Source: an optimization exercise on an open RTL-to-GDS flow (aim: small area). Production flows keep margins and buffers that such runs may drop.
Where RTL was checked, it was by simulation tests only, not by an equivalence proof against the original.
Function not checked in runs 2 and 3: the RTL went through the layout flow alone.
Power figures rest on the tool's default switching activity, not on a simulated workload.

==> flow/design.v <==
module euc_ctrl_monitor #(
    parameter int NUM_CH  = 6,
    parameter int CNT_W   = 16,
    parameter int TIMEOUT = 1024,
    localparam int SEL_W  = (NUM_CH > 1) ? $clog2(NUM_CH) : 1
) (
    input  logic              clock,
    input  logic              reset,
    input  logic [NUM_CH-1:0] ap_start,
    input  logic [NUM_CH-1:0] ap_ready,
    input  logic [NUM_CH-1:0] ap_done,
    input  logic [NUM_CH-1:0] ap_continue,
    input  logic              finish,
    input  logic              rd_req,
    input  logic [SEL_W-1:0]  rd_sel,
    output logic              rd_valid,
    output logic [CNT_W-1:0]  rd_start_cnt,
    output logic [CNT_W-1:0]  rd_done_cnt,
    output logic [CNT_W-1:0]  rd_last_lat,
    output logic [CNT_W-1:0]  rd_max_lat,
    output logic [CNT_W-1:0]  rd_stall_cnt,
    output logic [5:0]        rd_status,
    output logic              all_idle
);
    localparam int CMP_W = (CNT_W > 32) ? CNT_W : 32;
    localparam logic [CMP_W-1:0] TMO_LIM = CMP_W'(TIMEOUT);
    logic [NUM_CH-1:0] busy_q, hold_q;
    logic [CNT_W-1:0]  lat_q   [NUM_CH];
    logic [CNT_W-1:0]  start_q [NUM_CH];
    logic [CNT_W-1:0]  done_q  [NUM_CH];
    logic [CNT_W-1:0]  last_q  [NUM_CH];
    logic [CNT_W-1:0]  max_q   [NUM_CH];
    logic [CNT_W-1:0]  stall_q [NUM_CH];
    logic [NUM_CH-1:0] err_q, tmo_q;
    logic              frozen_q;
    logic              rd_valid_q;
    logic [SEL_W-1:0]  rd_sel_q;
    function automatic logic [CNT_W-1:0] sat_inc(input logic [CNT_W-1:0] v);
        sat_inc = (v == '1) ? v : v + CNT_W'(1);
    endfunction
    for (genvar i = 0; i < NUM_CH; i++) begin : g_ch
        logic acc, dn, ct, idle, act, run;
        assign acc  = ap_start[i] & ap_ready[i];
        assign dn   = ap_done[i];
        assign ct   = ap_continue[i];
        assign idle = ~busy_q[i] & ~hold_q[i];
        assign act  = busy_q[i] | (idle & acc);    
        assign run  = ~frozen_q;
        always_ff @(posedge clock) begin
            lat_q[i] <= busy_q[i] ? sat_inc(lat_q[i]) : CNT_W'(1);
        end
        always_ff @(posedge clock or posedge reset) begin
            if (reset) begin
                busy_q[i]  <= 1'b0;
                hold_q[i]  <= 1'b0;
                start_q[i] <= '0;
                done_q[i]  <= '0;
                last_q[i]  <= '0;
                max_q[i]   <= '0;
                stall_q[i] <= '0;
                err_q[i]   <= 1'b0;
                tmo_q[i]   <= 1'b0;
            end else if (run) begin
                if (acc) start_q[i] <= sat_inc(start_q[i]);
                if ((act & dn & ct) | (hold_q[i] & ct)) done_q[i] <= sat_inc(done_q[i]);
                if (hold_q[i] & ~ct) stall_q[i] <= sat_inc(stall_q[i]);
                if (act & dn) last_q[i] <= busy_q[i] ? lat_q[i] : '0;
                if (busy_q[i] & dn & (lat_q[i] > max_q[i])) max_q[i] <= lat_q[i];
                if (idle & ~acc & dn) err_q[i] <= 1'b1;
                if (busy_q[i] & (CMP_W'(lat_q[i]) >= TMO_LIM)) tmo_q[i] <= 1'b1;
                busy_q[i] <= act & ~dn;
                hold_q[i] <= (act & dn & ~ct) | (hold_q[i] & ~ct);
            end
        end
    end
    always_ff @(posedge clock or posedge reset) begin
        if (reset) begin
            frozen_q   <= 1'b0;
            rd_valid_q <= 1'b0;
        end else begin
            frozen_q   <= frozen_q | finish;
            rd_valid_q <= rd_req;
        end
    end
    always_ff @(posedge clock) begin
        rd_sel_q <= rd_sel;
    end
    always_comb begin
        rd_start_cnt = '0;
        rd_done_cnt  = '0;
        rd_last_lat  = '0;
        rd_max_lat   = '0;
        rd_stall_cnt = '0;
        rd_status    = {1'b1, frozen_q, 4'b0};
        for (int unsigned i = 0; i < NUM_CH; i++) begin
            if (rd_sel_q == SEL_W'(i)) begin
                rd_start_cnt = start_q[i];
                rd_done_cnt  = done_q[i];
                rd_last_lat  = last_q[i];
                rd_max_lat   = max_q[i];
                rd_stall_cnt = stall_q[i];
                rd_status    = {1'b0, frozen_q, err_q[i], tmo_q[i], hold_q[i], busy_q[i]};
            end
        end
    end
    assign rd_valid = rd_valid_q;
    assign all_idle = ~|(busy_q | hold_q);
endmodule
==> flow/run.sh <==
#!/bin/bash
# synth_recipe.tcl (not shown) runs the flow's synth.tcl, then flattens the netlist and writes it again
# the make line also repeats each setting of config.mk as NAME=value (left out here)
make -C /OpenROAD-flow-scripts/flow DESIGN_CONFIG=/design/flow/config.mk WORK_HOME=/design/flow/orfs CLKGATE_MAP_FILE= SYNTH_SCRIPT=/design/flow/synth_recipe.tcl finish
==> flow/config.mk <==
export PLATFORM = sky130hd
export DESIGN_NAME = euc_ctrl_monitor
export DESIGN_NICKNAME = euc_ctrl_monitor
export VERILOG_FILES = /design/flow/design.v
export SDC_FILE = /design/flow/constraint.sdc
export NUM_CORES = 4
export LEC_CHECK = 0
export CAP_MARGIN = 20
export CORE_MARGIN = 2
export CORE_UTILIZATION = 40
export SLEW_MARGIN = 20
==> flow/constraint.sdc <==
create_clock -name core_clock -period 5.0 [get_ports {clock}]
set_input_delay 1.0000 -clock core_clock [delete_from_list [all_inputs] [get_ports {clock}]]
set_output_delay 1.0000 -clock core_clock [all_outputs]
set_load 0.01 [all_outputs]
==> results of run 1 <==
-- flip-flops by register name, indices dropped and copies added, names as in the netlist --
| register | flops |
|---|---|
| stall_q | 96 |
| rd_valid_q | 1 |
| done_q | 96 |
| frozen_q | 1 |
| tmo_q | 6 |
| max_q | 96 |
| last_q | 96 |
| hold_q | 6 |
| busy_q | 6 |
| rd_sel_q | 3 |
| err_q | 6 |
| start_q | 96 |
| lat_q | 96 |
-- layout by cell type (no fill, tap or decap), drive strengths merged, types with 31 or more instances in the layout --
cell	synthesis	layout
nand4	117	117
dfrtp	506	506
o221ai	58	58
nand3	141	141
o21ai	51	51
and4	40	40
clkdlybuf4s50	0	118
mux2i	171	171
mux2	105	105
a22o	96	96
nor3	81	81
buf	37	41
nor4	31	31
ha	126	126
xor2	101	101
and3	58	58
dfxtp	99	99
a21oi	136	136
xnor2	186	186
clkbuf	87	115
inv	176	177
nand2	236	236
nor2	246	246
-- power breakdown --
part	leakage (nW)	internal, mW	switching (mW)	total (mW)
combinational	7.30	0.189	0.323	0.512
sequential	7.65	4.94	0.104	5.05
clock	1.22	3.32	2.14	5.46
total	16.2	8.45	2.57	11.0
-- critical path, stage by stage (launching register included) --
cell             delay (ns)
dfxtp_4                0.35
buf_4                  0.59
nor3b_2                0.33
buf_4                  0.51
nand2_1                0.12
o221ai_1               0.25
clkdlybuf4s50_1        0.66
-- worst min path at each step --
stage | endpoint | slack, ns | cells past startpoint
6_report | tmo_q[4]$_DFFE_PP0P_ | 0.47 | 1
5_1_grt | err_q[2]$_DFFE_PP0P_ | 0.49 | 1
4_1_cts | tmo_q[4]$_DFFE_PP0P_ | 0.47 | 1
3_5_place_dp | tmo_q[4]$_DFFE_PP0P_ | 0.45 | 1
3_3_place_gp | err_q[4]$_DFFE_PP0P_ | 0.44 | 1
2_1_floorplan | err_q[4]$_DFFE_PP0P_ | 0.43 | 1
-- logic make-up (layout without fill, tap and decap cells) --
| logic type | Yosys count | count (layout) | synth area share (%) |
|---|---|---|---|
| xor+xnor | 287 | 287 | 7.77 |
| simple gates | 1063 | 1063 | 16.7 |
| compound gates | 491 | 491 | 10.8 |
| buf+inv | 302 | 469 | 3.74 |
| mux | 302 | 302 | 10.9 |
| fa+ha+maj | 126 | 126 | 4.87 |
| flops | 605 | 605 | 45.3 |
-- layout make-up --
class	instances	area [µm²]	share of cell area, %
multi-input combinational	2269	16500	44.4
sequential	605	14700	39.4
clock buffer	115	2270	6.10
timing repair buffer	159	1550	4.17
tap	1060	1330	3.57
inverter	178	672	1.81
clock inverter	17	201	0.542
-- metrics by stage --
step / worst slack [ns] / util, % / TNS [ns] / instances
floorplan: -2.87 / - / -1451.41 / 3176
CTS: 0.508 / 46.3 / 0 / 4403
detailed placement: 1.21 / 43.3 / 0 / 4271
global route: 0.337 / 46.3 / 0 / 4403
global placement: 1.24 / 43.3 / 0 / 4271
finish: 0.545 / 46.3 / 0 / 4403
-- metal layers --
metal	up-vias	share of wire, %	routed length (µm)	global-route usage (%)
met2	670	45	42400	35.4
met4	4	2.7	2540	6.67
li1	11705	-	-	-
met3	136	5.8	5450	3.88
met5	-	0.028	26	0
met1	12260	46	43000	31.8
==> impl_results.md, run 1 <==
* Status: timing/DRC/antenna clean
* Final Hold Vio Count at 0
* FFs w/ async S/R, synth at 83.6%
* Yosys top cell by area: dfrtp_1
* Leak Pwr at 16.2 nW
* # DRC at 0
* Initial antenna violation count at 3
* Top cell types by occurrence after synthesis: dfrtp_1, nor2_1, nand2_1
* Data required, critical path at 4.00 ns
* First drt pass iteration count at 5
* Post-DP HPWL at 68,400 µm
* Final setup viols at 0
* Sequential element share of the synthesized area at 45.3%
* First-pass GRT wire length at 145,000 µm
* Min cycle time layout at 4.45 ns
* Relative slew margins at 29.0%
* Number of DRC markers in iteration 0 at 2,061
* Synth warnings at 7
* Grt ovf at 0
* Core Box Area at 80,300 µm²
* RSZ-0062 raised after global routing: false
* Mapped Area at 32,400 µm²
* Post_cts resized at 0
* Clock-pin slew on the worst setup and hold paths at 0.06 ns
* Routed wire length at 93,400 µm
* Hold Startpoint: tmo_q[4]$_DFFE_PP0P_
* Clk sinks at 605
* Max_cap viols at 0
* GPL Wtd Cong at 0.912
* H-Tree Depth at 3
* Post-CTS Setup Bufs at 0
* Die Ht at 288 µm
* Final period utilization at 89.1%
* PortBufs at 118
* Synth Flop Type: dfrtp_1
* CTS tree: built
* Synthesized Nets at 3,333
* Seq cells post-synth at 605
* Chip Width at 288 µm
* Crit. Startpoint: rd_sel_q[1]$_DFF_P_
* Clk Latency, worst-skew pair at 0.63 ns
* Die ar. at 83,200 µm²
* Peak VDD IR at 220 µV
* Initial core utilization at 40.3%
* Cell variety after synth at 81
* Crit start category: flip-flop
* Cells on worst reg2reg path at 7
* Via/cell ratio at 5.63
* Critical path class: reg -> out
* Pwr dens at 296 nW/µm²
* Crit end category: output port
* Final ANT Viol Nets at 0
* Final net count at 3,442
* Setup crit end: rd_status[3]
* CTS Hold Bufs at 0
* Area after DPL at 34,700 µm²
* Row cnt at 104
* ANT cells at 0
* Area contributors post-synth: dfrtp_1, dfxtp_1, mux2i_1, xnor2_1, ha_1
* RR Endpoint: max_q[1][6]$_DFFE_PP0P_
* Filler cells at 7,468
* EDFF count, synth at 0
* Cells after Synth at 3,176
* Mapped Avg Cell Area at 10.2 µm²
* Most common cell in the synthesized netlist: dfrtp_1
* Clock Path Buffers at 3
* DR WL/cell at 21.2 µm
* Fmax at 224 MHz
* Overall routing resource usage at 22.5%
* Ports at 119
* Crit path max fanout at 55
* Total CTS buffers at 72
* CTS root buffer: clkbuf_16
* Design Area, Final at 37,200 µm²
* Worst reg2reg path startpoint: frozen_q$_DFF_PP0_
* Worst min path class: reg -> reg
* Fraction of layout instances using a drive strength above 1 at 9.87%
* Vias in the first global route at 23,779
* Critical path arrival at 3.45 ns
* Yosys top cell area share at 39.1%
* Overall power at 11.0 mW
* Clk_skew at 0.0296 ns
* Hold slack final at 0.470 ns
* P&R area growth vs syn at 15.0%
* Worst reg-to-reg setup slack at 1.80 ns
* Largest net degree at the start of global routing at 124
* Max Slew Vio Count at 0
* Worst slew pin tran at 1.06 ns
* Vias at 24,775
==> inputs of run 2 (changes only) <==
--- a/flow/design.v
+++ b/flow/design.v
@@ -33,8 +33,13 @@
     logic [CNT_W-1:0]  stall_q [NUM_CH];
-    logic [NUM_CH-1:0] err_q, tmo_q;
+    logic [NUM_CH-1:0] err_q, tmo_q, gt_q;
     logic              frozen_q;
     logic              rd_valid_q;
-    logic [SEL_W-1:0]  rd_sel_q;
-    function automatic logic [CNT_W-1:0] sat_inc(input logic [CNT_W-1:0] v);
-        sat_inc = (v == '1) ? v : v + CNT_W'(1);
+    logic [NUM_CH-1:0] rd_hit_q;    
+    function automatic logic [CNT_W-1:0] sat_inc_en(input logic [CNT_W-1:0] v, input logic en);
+        logic c;
+        c = en & ~(&v);
+        for (int b = 0; b < CNT_W; b++) begin
+            sat_inc_en[b] = v[b] ^ c;
+            c = v[b] & c;
+        end
     endfunction
@@ -49,4 +54,11 @@
         always_ff @(posedge clock) begin
-            lat_q[i] <= busy_q[i] ? sat_inc(lat_q[i]) : CNT_W'(1);
+            lat_q[i] <= busy_q[i] ? sat_inc_en(lat_q[i], 1'b1) : CNT_W'(1);
+            gt_q[i]  <= busy_q[i] ? (gt_q[i] | (lat_q[i] == max_q[i])) : (max_q[i] == '0);
         end
+        logic inc_start, inc_done, inc_stall, ld_last, ld_max;
+        assign inc_start = run & acc;
+        assign inc_done  = run & ct & ((act & dn) | hold_q[i]);
+        assign inc_stall = run & hold_q[i] & ~ct;
+        assign ld_last   = run & act & dn;
+        assign ld_max    = run & busy_q[i] & dn & gt_q[i];
         always_ff @(posedge clock or posedge reset) begin
@@ -62,12 +74,12 @@
                 tmo_q[i]   <= 1'b0;
-            end else if (run) begin
-                if (acc) start_q[i] <= sat_inc(start_q[i]);
-                if ((act & dn & ct) | (hold_q[i] & ct)) done_q[i] <= sat_inc(done_q[i]);
-                if (hold_q[i] & ~ct) stall_q[i] <= sat_inc(stall_q[i]);
-                if (act & dn) last_q[i] <= busy_q[i] ? lat_q[i] : '0;
-                if (busy_q[i] & dn & (lat_q[i] > max_q[i])) max_q[i] <= lat_q[i];
-                if (idle & ~acc & dn) err_q[i] <= 1'b1;
-                if (busy_q[i] & (CMP_W'(lat_q[i]) >= TMO_LIM)) tmo_q[i] <= 1'b1;
-                busy_q[i] <= act & ~dn;
-                hold_q[i] <= (act & dn & ~ct) | (hold_q[i] & ~ct);
+            end else begin
+                start_q[i] <= sat_inc_en(start_q[i], inc_start);
+                done_q[i]  <= sat_inc_en(done_q[i], inc_done);
+                stall_q[i] <= sat_inc_en(stall_q[i], inc_stall);
+                if (ld_last) last_q[i] <= busy_q[i] ? lat_q[i] : '0;
+                if (ld_max) max_q[i] <= lat_q[i];
+                err_q[i] <= err_q[i] | (run & idle & ~acc & dn);
+                tmo_q[i] <= tmo_q[i] | (run & busy_q[i] & (CMP_W'(lat_q[i]) >= TMO_LIM));
+                busy_q[i] <= run ? (act & ~dn) : busy_q[i];
+                hold_q[i] <= run ? ((act & dn & ~ct) | (hold_q[i] & ~ct)) : hold_q[i];
             end
@@ -85,3 +97,3 @@
     always_ff @(posedge clock) begin
-        rd_sel_q <= rd_sel;
+        for (int unsigned i = 0; i < NUM_CH; i++) rd_hit_q[i] <= (rd_sel == SEL_W'(i));
     end
@@ -93,12 +105,10 @@
         rd_stall_cnt = '0;
-        rd_status    = {1'b1, frozen_q, 4'b0};
+        rd_status    = {~|rd_hit_q, frozen_q, 4'b0};
         for (int unsigned i = 0; i < NUM_CH; i++) begin
-            if (rd_sel_q == SEL_W'(i)) begin
-                rd_start_cnt = start_q[i];
-                rd_done_cnt  = done_q[i];
-                rd_last_lat  = last_q[i];
-                rd_max_lat   = max_q[i];
-                rd_stall_cnt = stall_q[i];
-                rd_status    = {1'b0, frozen_q, err_q[i], tmo_q[i], hold_q[i], busy_q[i]};
-            end
+            rd_start_cnt = rd_start_cnt | ({CNT_W{rd_hit_q[i]}} & start_q[i]);
+            rd_done_cnt  = rd_done_cnt  | ({CNT_W{rd_hit_q[i]}} & done_q[i]);
+            rd_last_lat  = rd_last_lat  | ({CNT_W{rd_hit_q[i]}} & last_q[i]);
+            rd_max_lat   = rd_max_lat   | ({CNT_W{rd_hit_q[i]}} & max_q[i]);
+            rd_stall_cnt = rd_stall_cnt | ({CNT_W{rd_hit_q[i]}} & stall_q[i]);
+            rd_status    = rd_status    | ({6{rd_hit_q[i]}} & {2'b0, err_q[i], tmo_q[i], hold_q[i], busy_q[i]});
         end
==> run 2 against run 1 <==
  * Maximum frequency shrank 2.9%
  * First-iteration DRC count fell by 12%
  * Largest cell class is now registers
  * Wire length fell by 15%
  * Sequential cell count is 9 higher
  * Largest power group is now sequential cells
  * Sequential share of layout area up 6.4 points
  * Worst hold slack improved by 0.0058 ns
  * Via count decreased by 22%
  * Critical endpoint is now stall_q[3][15]$_DFF_PP0_
  * Still clean on timing, DRC and antenna
  * Final cell count down 25%
  * Sequential power rose by 1%
==> impl_results.md, run 2 <==
* CP dominant cell by count: ha_1
* Crit path buf inv count at 2
* Crit start category: flip-flop
* Crit path max fanout at 3
* H-Tree Depth at 3
* Cells after Synth at 2,170
* Post-DP HPWL at 57,800 µm
* RSZ-0062 raised after global routing: false
* Clk_skew at 0.0231 ns
* Die ar. at 71,800 µm²
* First drt pass iteration count at 7
* EDFF count, synth at 0
* Synth warnings at 7
* Core Box Area at 68,800 µm²
* Largest net degree at the start of global routing at 99
* Via/cell ratio at 5.85
* GPL Wtd Cong at 0.925
* P&R area growth vs syn at 16.4%
* Seq cells post-synth at 614
* PortBufs at 118
* Fraction of layout instances using a drive strength above 1 at 12.2%
* First-pass GRT wire length at 122,000 µm
* Routed wire length at 79,700 µm
* CP max-delay cell: nor4_1
* Worst reg-to-reg setup slack at 0.41 ns
* Peak VDD IR at 230 µV
* Chip Width at 268 µm
* Most common cell in the synthesized netlist: dfrtp_1
* Final core occ at 47.1%
* Vias at 19,204
* Worst slew pin tran at 1.18 ns
* Worst min path class: reg -> reg
* CTS Hold Bufs at 0
* DR WL/cell at 24.3 µm
* FFs w/ async S/R, synth at 82.4%
* Die Ht at 268 µm
* Pwr dens at 320 nW/µm²
* Ports at 119
* Placed instance count at 3,158
* Relative slew margins at 21.5%
* Crit. Startpoint: stall_q[3][11]$_DFF_PP0_
* Clock-pin slew on the worst setup and hold paths at 0.06 ns
* Data required, critical path at 5.48 ns
* Initial antenna violation count at 0
* Final ANT Viol Nets at 0
* Critical path class: reg -> reg
* CTS tree: built
* Setup crit end: stall_q[3][15]$_DFF_PP0_
* Final period utilization at 91.7%
* Clk sinks at 614
* Crit-path max cell delay at 0.55 ns
* Crit end category: flip-flop
* Final Hold Vio Count at 0
* # DRC at 0
* Leak Pwr at 16.6 nW
* Overall routing resource usage at 22.5%
* Sequence of cells on the critical path: nand4_1 -> nor4_1 -> buf_4 -> nor4_1 -> buf_4 -> ha_1 -> ha_1 -> ha_1 -> ha_1 -> ha_1 -> ha_1 -> ha_1 -> ha_1 -> ha_1 -> ha_1 -> ha_1 -> ha_1 -> ha_1 -> ha_1 -> ha_1 -> xor2_1
* Yosys top cell by area: dfrtp_1
* Total CTS buffers at 68
* Initial core utilization at 40.5%
* Vias in the first global route at 19,586
* Critical path arrival at 5.07 ns
* Min cycle time layout at 4.59 ns
* Mapped Avg Cell Area at 12.8 µm²
* Most frequent cells in the layout: dfrtp_1, ha_1, a22oi_1
* Post_cts resized at 0
* Max Slew Vio Count at 0
* Final net count at 2,691
* Number of DRC markers in iteration 0 at 1,805
* Fmax at 218 MHz
* Stages on worst setup path at 21
* Grt ovf at 0
* Commonest non-fill, non-tap cell in the layout: dfrtp_1
* Final setup viols at 0
* Yosys top cell area share at 45.4%
* Post-CTS Setup Bufs at 0
* Top Family by Delay on Critical Path: adder cells
* Clock Path Buffers at 3
* Worst reg2reg path startpoint: stall_q[3][11]$_DFF_PP0_
* Sequential element share of the synthesized area at 53.2%
* RR Endpoint: stall_q[3][15]$_DFF_PP0_
* Row cnt at 96
* Area contributors post-synth: dfrtp_1, ha_1, dfxtp_1, a22oi_1, mux2_2
* Max_cap viols at 0
* Filler cells at 6,103
* Non-filler cells, final at 3,282
* Cell variety after synth at 42
* CTS root buffer: clkbuf_16
* Clk Latency, worst-skew pair at 0.60 ns
* Mapped Area at 27,900 µm²
* Synth Flop Type: dfrtp_1
* Cells on worst reg2reg path at 21
* Synthesized Nets at 2,561
* Status: timing/DRC/antenna clean
* Top cell types by occurrence after synthesis: dfrtp_1, ha_1, a22oi_1
* ANT cells at 0
-- run 2: logic make-up (layout without fill, tap and decap cells) --
| logic type | Yosys count | count (layout) | share of synthesized area [%] |
|---|---|---|---|
| multiplexers | 96 | 96 | 4.15 |
| adder cells (fa/ha/maj) | 360 | 360 | 16.2 |
| flip-flops | 614 | 614 | 53.2 |
| AND/OR/NAND/NOR | 468 | 468 | 9.81 |
| buffers and inverters | 114 | 295 | 1.84 |
| XOR/XNOR | 120 | 120 | 3.77 |
| AO/OA/AOI/OAI | 398 | 398 | 11.1 |
-- run 2: layout make-up --
class | instances | area, µm² | area share [%]
sequential | 614 | 14800 | 45.8
multi-input combinational | 1442 | 12500 | 38.6
clock buffer | 106 | 2100 | 6.47
timing repair buffer | 166 | 1650 | 5.09
tap | 931 | 1160 | 3.59
clock inverter | 15 | 113 | 0.347
inverter | 8 | 33.8 | 0.104
-- run 2: power breakdown --
part / total, mW / internal, mW / switching, mW
clock network: 4.98 / 2.93 / 2.04
registers: 5.10 / 5.01 / 0.0940
logic: 0.302 / 0.104 / 0.198
-- run 2: routing by layer --
layer	vias up	track usage, %	wire length [µm]	share of wire (%)
met5	-	0	0	0
met4	0	7.97	2680	3.4
met3	134	3.54	4660	5.8
met2	641	36.6	37700	47
met1	9896	30.6	34700	44
li1	8533	-	-	-
-- run 2: metrics by stage --
| stage | total power, mW | instance area [µm²] | hold WS (ns) | worst slack, ns | setup TNS, ns |
|---|---|---|---|---|---|
| floorplan | 5.33 | 27900 | 0.442 | -2.87 | -1451.41 |
| global placement | 5.49 | 30100 | 0.452 | 0.0296 | 0 |
| detailed placement | 5.50 | 30100 | 0.460 | 0.0103 | 0 |
| CTS | 10.5 | 32400 | 0.475 | 0.328 | 0 |
| global route | 10.7 | 32400 | 0.494 | 0.173 | 0 |
| finish | 10.4 | 32400 | 0.476 | 0.414 | 0 |
-- run 2: how the worst min path moves through the flow --
stage,endpoint,start,slack [ns],cells past startpoint
after floorplan,err_q[1]$_DFF_PP0_,err_q[1]$_DFF_PP0_,0.44,1
after global placement,err_q[1]$_DFF_PP0_,err_q[1]$_DFF_PP0_,0.45,1
after detailed placement,tmo_q[5]$_DFF_PP0_,tmo_q[5]$_DFF_PP0_,0.46,1
after CTS,err_q[1]$_DFF_PP0_,err_q[1]$_DFF_PP0_,0.48,1
after global routing,tmo_q[1]$_DFF_PP0_,tmo_q[1]$_DFF_PP0_,0.49,1
final,err_q[1]$_DFF_PP0_,err_q[1]$_DFF_PP0_,0.48,1
==> inputs of run 3 (changes only) <==
--- a/flow/config.mk
+++ b/flow/config.mk
@@ -10,2 +10,3 @@
 export CORE_UTILIZATION = 40
+export CTS_BUF_LIST = sky130_fd_sc_hd__clkbuf_4
 export SLEW_MARGIN = 20
==> run 3 against run 2 <==
  * Still clean on timing, DRC and antenna
  * Critical path depth is the same
  * Sequential cell count unchanged
  * Clock-buffer cell count increased by 137
  * Sequential power about the same
  * Final cell count is 5.5% higher
  * Worst setup slack got worse by 0.080 ns
  * Via count increased by 3.4%
  * Clock skew is 0.036 ns higher
  * Area after synthesis did not move
==> impl_results.md, run 3 <==
* Vias in the first global route at 20,289
* Most common cell in the synthesized netlist: dfrtp_1
* Die ar. at 71,800 µm²
* Routed wire length at 80,800 µm
* Synthesized Nets at 2,561
* FFs w/ async S/R, synth at 82.4%
* Crit path buf inv count at 2
* Commonest non-fill, non-tap cell in the layout: dfrtp_1
* Top cell types by occurrence after synthesis: dfrtp_1, ha_1, a22oi_1
* First drt pass iteration count at 8
* Clock-pin slew on the worst setup and hold paths at 0.06 ns
* PortBufs at 118
* Design Area, Final at 32,300 µm²
* Area after DPL at 30,100 µm²
* GPL Wtd Cong at 0.925
* CTS tree: built
* Row cnt at 96
* Leak Pwr at 16.7 nW
* Post_cts resized at 0
* Number of DRC markers in iteration 0 at 1,945
* Via/cell ratio at 5.74
* Initial core utilization at 40.5%
* Grt ovf at 0
* Vias at 19,853
* P&R area growth vs syn at 15.9%
* Placed instance count at 3,158
* Crit start category: flip-flop
* Sequential element share of the synthesized area at 53.2%
* Worst reg-to-reg setup slack at 0.33 ns
* Min cycle time layout at 4.67 ns
* Cells after Synth at 2,170
* Status: timing/DRC/antenna clean
* Core Box Area at 68,800 µm²
* DR WL/cell at 23.4 µm
* Fraction of layout instances using a drive strength above 1 at 17.3%
* Yosys top cell area share at 45.4%
* Final setup viols at 0
* Worst reg2reg path startpoint: stall_q[3][11]$_DFF_PP0_
* Clk_skew at 0.0594 ns
* Sequence of cells on the critical path: nand4_1 -> nor4_1 -> buf_4 -> nor4_1 -> buf_4 -> ha_1 -> ha_1 -> ha_1 -> ha_1 -> ha_1 -> ha_1 -> ha_1 -> ha_1 -> ha_1 -> ha_1 -> ha_1 -> ha_1 -> ha_1 -> ha_1 -> ha_1 -> xor2_1
* Max_cap viols at 0
* Crit path max fanout at 3
* Overall routing resource usage at 23.0%
* Chip Width at 268 µm
* Final period utilization at 93.3%
* Yosys top cell by area: dfrtp_1
* Cells on worst reg2reg path at 21
* Seq cells post-synth at 614
* Crit end category: flip-flop
* Clock Path Buffers at 3
* Max Slew Vio Count at 0
* Synth warnings at 7
* Data required, critical path at 5.89 ns
* Final ANT Viol Nets at 0
* Setup crit end: stall_q[3][15]$_DFF_PP0_
* Relative slew margins at 22.3%
* First-pass GRT wire length at 124,000 µm
* Post-DP HPWL at 57,800 µm
* CP max-delay cell: nor4_1
* Final core occ at 46.9%
* Fmax at 214 MHz
* RSZ-0062 raised after global routing: false
* Ports at 119
* Critical path class: reg -> reg
* Final net count at 2,786
* Pwr dens at 304 nW/µm²
* EDFF count, synth at 0
* RR Endpoint: stall_q[3][15]$_DFF_PP0_
* Stages on worst setup path at 21
* Critical path arrival at 5.56 ns
* Synth Flop Type: dfrtp_1
* Most frequent cells in the layout: dfrtp_1, ha_1, a22oi_1
* Total CTS buffers at 163
* CTS Hold Bufs at 0
* CP dominant cell by count: ha_1
* Area contributors post-synth: dfrtp_1, ha_1, dfxtp_1, a22oi_1, mux2_2
* Worst min path class: in -> async
* Mapped Avg Cell Area at 12.8 µm²
* Clk sinks at 614
* Peak VDD IR at 157 µV
* # DRC at 0
* CTS root buffer: clkbuf_4
* Crit. Startpoint: stall_q[3][11]$_DFF_PP0_
* Mapped Area at 27,900 µm²
* Non-filler cells, final at 3,461
* Top Family by Delay on Critical Path: adder cells
* Initial antenna violation count at 1
* Worst slew pin tran at 1.17 ns
* Final Hold Vio Count at 0
* Post-CTS Setup Bufs at 0
* Clk Latency, worst-skew pair at 1.02 ns
* Die Ht at 268 µm
* H-Tree Depth at 4
* Crit-path max cell delay at 0.59 ns
* Largest net degree at the start of global routing at 99
* PnR worst setup slack at 0.334 ns
* Pre-CTS WS at 0.0103 ns
* Cell variety after synth at 42
[run 3: changes by cell type in the layout (fill, tap and decap cells not counted), sizes merged]
| cell | previous run | this run |
|---|---|---|
| clkbuf | 106 | 243 |
| clkinv | 11 | 50 |
| clkinvlp | 3 | 1 |
| diode | 0 | 4 |
| inv | 8 | 9 |
[run 3: worst min path at each step]
stage | endpoint | slack [ns] | cells after the start
2_1_floorplan | err_q[1]$_DFF_PP0_ | 0.44 | 1
3_3_place_gp | err_q[1]$_DFF_PP0_ | 0.45 | 1
3_5_place_dp | tmo_q[5]$_DFF_PP0_ | 0.46 | 1
4_1_cts | rd_valid_q$_DFF_PP0_ | 0.36 | 1
5_1_grt | rd_valid_q$_DFF_PP0_ | 0.41 | 1
6_report | stall_q[4][3]$_DFF_PP0_ | 0.44 | 2
[run 3: area by class of cell]
| cell class | count | area [µm²] |
|---|---|---|
| tap | 931 | 1160 |
| clock inverter | 53 | 238 |
| timing repair buffer | 166 | 1650 |
| inverter | 8 | 33.8 |
| clock buffer | 243 | 1820 |
| multi-input combinational | 1442 | 12500 |
| sequential | 614 | 14800 |
| fill | 6252 | 36500 |
| antenna | 4 | 10.0 |
[run 3: per-stage QoR]
| stage | setup TNS (ns) | total power, mW | hold WS (ns) |
|---|---|---|---|
| floorplan | -1451.41 | 5.33 | 0.442 |
| global placement | 0 | 5.49 | 0.452 |
| detailed placement | 0 | 5.50 | 0.460 |
| CTS | 0 | 9.96 | 0.357 |
| global route | 0 | 10.3 | 0.406 |
| finish | 0 | 9.82 | 0.444 |
[run 3: layer usage]
metal | up-vias | track usage, % | share of wire, %
li1 | 8825 | - | -
met1 | 10042 | 30.2 | 42
met2 | 826 | 36.7 | 47
met3 | 160 | 4.89 | 7.1
met4 | 0 | 10.4 | 3.6
met5 | - | 0 | 0
[run 3: logic make-up after synthesis]
kind of cell | count (synthesis) | synth area share (%)
adders and majority gates | 360 | 16.2
muxes | 96 | 4.15
DFF | 614 | 53.2
xor gates and xnor gates | 120 | 3.77
buffers and inverters | 114 | 1.84
and+or+nand+nor | 468 | 9.81
AOI/OAI and AO/OA | 398 | 11.1
[run 3: where the power goes]
group / switching (mW) / internal, mW
logic: 0.199 / 0.104
clock network: 2.14 / 2.28
registers: 0.0933 / 5.00
total: 2.43 / 7.38

-- re-timing with driven ports --
How much do the figures lean on ideal ports? The routed layouts below were timed once more, with nothing changed but the port constraints. Step 1: set_driving_cell puts a clkbuf_16 on clock and a buf_2 on each other input, an assumption about the parent block. Step 2 adds t to the input delays and takes it off the output delays; t is the mean of the earliest and latest rising clock arrival at the registers after step 1. Input paths then give back, and output paths get back, about the clock's delay inside the block. Three values: ideal ports, drivers, drivers and shift; two values: the first two.
run	t, ns	setup slack, ns	slew at the worst register clock pin (ns)	pins driven straight from the clock port
run 1	0.674	0.545 / 0.482 / 1.131	0.06 / 0.06	1
run 2	0.653	0.414 / 0.414 / -0.024	0.06 / 0.06	1
run 3	1.052	0.334 / 0.334 / -0.013	0.08 / 0.08	1
With both steps, setup timing fails in run 2 and run 3, where it was met with ideal ports. The setup slack of run 2, which loses most, moves by 0.000 ns with the drivers and by -0.438 ns with both steps.
